This design comes from an exercise in tuning for small area on the open sky130 flow, not from production work. The RTL was checked by simulation tests, not by an equivalence proof against the original design. No driver is modelled on the clock port, so clocking that relies on it looks cheaper here than on a real chip. No activity file was given, so power comes from the tool's default toggle rates.

==> flow/design.v <==
package sdctrl_pkg;
    typedef enum logic [1:0] {
        RESP_NONE        = 2'd0,
        RESP_SHORT       = 2'd1,     
        RESP_SHORT_NOCRC = 2'd2,     
        RESP_LONG        = 2'd3      
    } sd_resp_class_e;
    typedef enum logic [2:0] {
        INITIALISE = 3'd0,
        IDLE       = 3'd1,
        WRITECMD   = 3'd2,
        READ       = 3'd3,
        AWAIT      = 3'd4
    } sd_phy_state_e;
    typedef struct packed {
        logic [47:0]    cmd;
        sd_resp_class_e resp_class;
    } sd_cmd_req_t;
    typedef struct packed {
        logic level;
        logic rise;
        logic fall;
    } sd_clk_t;
    typedef struct packed {
        logic [135:0] data;                  
        logic         crc_err;
        logic         timeout;
    } sd_resp_t;
endpackage
`timescale 1ns/1ps
module sdctrl_top (
    input  logic                    sdctrl_clock_i,
    input  logic                    rst_i,
    input  logic [49:0]             req_i,       
    input  logic                    start_i,
    output logic                    ready_o,
    output logic [137:0]            resp_o,      
    output logic                    finish_o,
    output logic                    sdclk_o,
    output logic                    cmd_o,
    output logic                    cmd_oe_o,
    input  logic                    resp_i
);
    localparam int RING = 135;
    localparam int TAP  = 131;
    typedef enum logic [2:0] {
        S_INIT  = 3'd7,
        S_IDLE  = 3'd5,
        S_TX    = 3'd4,
        S_TXD   = 3'd3,
        S_WAIT  = 3'd0,
        S_SHIFT = 3'd1,
        S_POST  = 3'd6,     
        S_FIN   = 3'd2
    } state_e;
    state_e           state;
    logic             div_q;
    logic             level_q;
    logic [7:0]       cnt;
    logic [1:0]       cls;
    logic [6:0]       crc;
    logic             cmd_q;
    logic             oe_q;
    logic [RING-1:0]  ring;
    logic rise, fall;
    assign rise = level_q & ~div_q;
    assign fall = ~level_q & ~div_q;
    always_ff @(posedge sdctrl_clock_i) begin
        if (rst_i) begin
            div_q   <= 1'b0;
            level_q <= 1'b1;
        end else begin
            div_q <= ~div_q;
            if (div_q) level_q <= ~level_q;
        end
    end
    logic load, take, crc_en, crc_fb, tx, top6, hold;
    assign tx     = (state == S_TX);
    assign load   = (state == S_IDLE) && start_i;
    assign take   = rise && ((state == S_WAIT && !resp_i) || state == S_SHIFT);
    assign top6   = (cnt[7:2] == 6'd48);
    assign crc_en = cls[0] && cnt[7] && !(&cnt);
    assign hold   = (state == S_INIT || state == S_SHIFT) && !rise;
    always_ff @(posedge sdctrl_clock_i) begin
        if (rst_i) begin
            cnt <= 8'd118;
        end else if (state == S_IDLE || state == S_TXD) begin
            cnt <= '0;
        end else if (state == S_WAIT && rise && !resp_i) begin
            cnt <= (&cls) ? 8'd121 : 8'd209;
        end else if (!hold) begin
            cnt <= cnt + 1'b1;
        end
    end
    always_ff @(posedge sdctrl_clock_i) begin
        if (rst_i) begin
            state <= S_INIT;
            cmd_q <= 1'b1;
            oe_q  <= 1'b0;
        end else begin
            case (state)
                S_INIT:  if (rise && top6) state <= S_IDLE;
                S_IDLE:  if (start_i) state <= S_TX;
                S_TX: begin
                    if (fall) begin
                        if (top6) begin
                            state <= S_TXD;
                            cmd_q <= 1'b1;
                            oe_q  <= 1'b0;
                        end else begin
                            cmd_q <= ring[TAP + cnt[1:0]];
                            oe_q  <= 1'b1;
                        end
                    end
                end
                S_TXD:   state <= (cls == 2'd0) ? S_FIN : S_WAIT;
                S_WAIT: begin
                    if (rise) begin
                        if (!resp_i)         state <= S_SHIFT;
                        else if (&cnt[7:2])  state <= S_POST;    
                    end
                end
                S_SHIFT: if (rise && &cnt) state <= S_POST;
                S_POST:  if (cnt[0]) state <= S_FIN;
                default: state <= S_IDLE;                      
            endcase
        end
    end
    always_ff @(posedge sdctrl_clock_i) begin
        if (load) cls <= req_i[1:0];
    end
    logic crc_clr, crc_in;
    assign crc_clr = !cnt[7] && !(state == S_POST || state == S_FIN);
    assign crc_in  = rise && state == S_SHIFT && crc_en && resp_i;
    assign crc_fb  = (crc[6] && !crc_clr) ^ crc_in;
    always_ff @(posedge sdctrl_clock_i) begin
        crc <= {crc[5:3], crc[2] ^ crc_fb, crc[1:0], crc_fb};
    end
    logic keep, ring_in;
    assign keep    = (cnt[1:0] == 2'd0) && (cnt <= 8'd56);
    assign ring_in = tx                ? (keep & ring[RING-1])
                   : state == S_WAIT   ? 1'b0
                   : take              ? resp_i
                   :                     ring[RING-1];
    always_ff @(posedge sdctrl_clock_i) begin
        ring[0] <= ring_in;
    end
    for (genvar i = 1; i < RING; i++) begin : g_ring
        localparam int B = (i % 4 == TAP % 4 && i <= TAP) ? 47 - (TAP - i) / 4
                         : (i % 4 == (TAP + RING) % 4 && i > TAP - 4 * 47 + RING - 4)
                                                           ? 47 - (TAP + RING - i) / 4
                         : -1;
        if (B >= 0) begin : g_load
            always_ff @(posedge sdctrl_clock_i) begin
                if (load) ring[i] <= req_i[2 + B];
                else      ring[i] <= ring[i-1];
            end
        end else begin : g_shift
            always_ff @(posedge sdctrl_clock_i) begin
                ring[i] <= ring[i-1];
            end
        end
    end
    for (genvar j = 0; j < 135; j++) begin : g_resp
        assign resp_o[2 + j] = ring[(4 * j + 2) % RING];
    end
    assign resp_o[137] = 1'b0;
    assign resp_o[1]   = |crc;
    assign resp_o[0]   = cnt[7];
    assign ready_o  = (state == S_IDLE);
    assign finish_o = (state == S_FIN);
    assign sdclk_o  = level_q;
    assign cmd_o    = cmd_q;
    assign cmd_oe_o = oe_q;
endmodule
clock: 5.0 ns
lec_check: 0
cap_margin: 20
core_margin: 2
core_utilization: 40
slew_margin: 20
standard.sh (not shown) runs the stock make flow with config.mk's settings and CLKGATE_MAP_FILE= SYNTH_SCRIPT=/design/flow/synth_recipe.tcl, a recipe that flattens the netlist after the stock synthesis.
==> flow/flow/run.sh <==
#!/bin/bash
# Standard ORFS layout (the standard.sh, standard synthesis unchanged) with
# these layout choices changed:
#  - port buffers use the smallest buffer cell (buffer_ports -buffer_cell);
#  - clock tree synthesis without dummy loads, from clkbuf_4/clkbuf_8, and
#    flow/post_cts.tcl then shrinks each leaf clock buffer as far as a 110 ps
#    clock-pin slew allows, and then downsizes logic gates as far as slew, load and timing allow.
# Each tool's full output goes to the ORFS logs under orfs/logs; make's own
# output goes to run_make.log here.
set -euo pipefail
cd "$(dirname "$0")/.."
CTS="-sink_clustering_enable -repair_clock_nets -dont_use_dummy_load"
CTS="$CTS -buf_list {sky130_fd_sc_hd__clkbuf_4 sky130_fd_sc_hd__clkbuf_8}"
CTS="$CTS -sink_clustering_size 20 -sink_clustering_max_diameter 60"
bash standard.sh \
  "BUFFER_PORTS_ARGS=-buffer_cell sky130_fd_sc_hd__buf_1" \
  "CTS_ARGS=$CTS" \
  "POST_CTS_TCL=$PWD/flow/post_cts.tcl" \
  finish > run_make.log 2>&1
Other scripts of this flow, unchanged in this note and not shown: flow/flow/post_cts.tcl
The baseline finished with timing, DRC and antenna clean.
==> next run, changes <==
--- a/flow/design.v
+++ b/flow/design.v
@@ -44,14 +44,14 @@
     localparam int RING = 135;
     localparam int TAP  = 131;
     typedef enum logic [2:0] {
-        S_INIT  = 3'd7,
-        S_IDLE  = 3'd5,
-        S_TX    = 3'd4,
-        S_TXD   = 3'd3,
-        S_WAIT  = 3'd0,
-        S_SHIFT = 3'd1,
-        S_POST  = 3'd6,     
-        S_FIN   = 3'd2
+        S_INIT  = 3'd3,
+        S_IDLE  = 3'd7,
+        S_TX    = 3'd5,
+        S_TXD   = 3'd2,
+        S_WAIT  = 3'd1,
+        S_SHIFT = 3'd6,
+        S_POST  = 3'd0,     
+        S_FIN   = 3'd4
     } state_e;
     state_e           state;
     logic             div_q;
@@ -74,17 +74,14 @@
             if (div_q) level_q <= ~level_q;
         end
     end
-    logic load, take, crc_en, crc_fb, tx, top6, hold;
+    logic load, crc_en, crc_fb, tx, top6, hold;
     assign tx     = (state == S_TX);
     assign load   = (state == S_IDLE) && start_i;
-    assign take   = rise && ((state == S_WAIT && !resp_i) || state == S_SHIFT);
     assign top6   = (cnt[7:2] == 6'd48);
     assign crc_en = cls[0] && cnt[7] && !(&cnt);
     assign hold   = (state == S_INIT || state == S_SHIFT) && !rise;
     always_ff @(posedge sdctrl_clock_i) begin
-        if (rst_i) begin
-            cnt <= 8'd118;
-        end else if (state == S_IDLE || state == S_TXD) begin
+        if (rst_i || state == S_IDLE || state == S_TXD) begin
             cnt <= '0;
         end else if (state == S_WAIT && rise && !resp_i) begin
             cnt <= (&cls) ? 8'd121 : 8'd209;
@@ -99,7 +96,7 @@
             oe_q  <= 1'b0;
         end else begin
             case (state)
-                S_INIT:  if (rise && top6) state <= S_IDLE;
+                S_INIT:  if (rise && cnt == 8'd74) state <= S_IDLE;
                 S_IDLE:  if (start_i) state <= S_TX;
                 S_TX: begin
                     if (fall) begin
@@ -138,10 +135,9 @@
     end
     logic keep, ring_in;
     assign keep    = (cnt[1:0] == 2'd0) && (cnt <= 8'd56);
-    assign ring_in = tx                ? (keep & ring[RING-1])
-                   : state == S_WAIT   ? 1'b0
-                   : take              ? resp_i
-                   :                     ring[RING-1];
+    assign ring_in = tx                         ? (keep & ring[RING-1])
+                   : (state == S_SHIFT && rise) ? resp_i
+                   :                              ring[RING-1];
     always_ff @(posedge sdctrl_clock_i) begin
         ring[0] <= ring_in;
     end
Maximum frequency goes up by 2.3%.
Critical path depth does not change.
Total power goes down by 11%.
Count of clock-buffer cells in the layout stays the same.
Die area goes down by 0.34%.
Clock power barely changes.
Sequential cell count is unchanged.
Utilization stays flat.
Via count goes down by about 1.7%.
Routed wire length goes down by about 1.1%.
Synthesized area goes down by about 0.36%.
Sequential power goes down by about 8%.
Setup slack gets better by 0.060 ns.
Non-clock buffer count does not change.

what the ideal ports hide:
In the flow no input, the clock included, has a driving cell. The finished layouts below were timed again as built, in two steps. Step 1, drivers: a clkbuf_16 drives sdctrl_clock_i and a buf_2 each remaining input, both assumed. Step 2 times the ports against the registers' clock, not the clock port: input delays grow and output delays shrink by t, the midpoint of the rising clock arrivals with the driver on. a / b / c = ideal ports / drivers / drivers and shift; a / b = the first two.
run | t, ns | slack for setup (ns) | latest minus earliest clock arrival (ns) | slew at the worst register clock pin (ns) | cell pins on the clock port's net
the first run | 0.440 | 2.326 / 2.292 / 2.445 | 0.027 / 0.027 | 0.10 / 0.10 | 1
the second run | 0.450 | 2.386 / 2.352 / 2.360 | 0.036 / 0.036 | 0.11 / 0.11 | 1
After both steps every run listed still meets setup and hold. For the second run, which loses most, drivers alone change the setup slack by -0.034 ns; drivers and shift together by -0.026 ns.
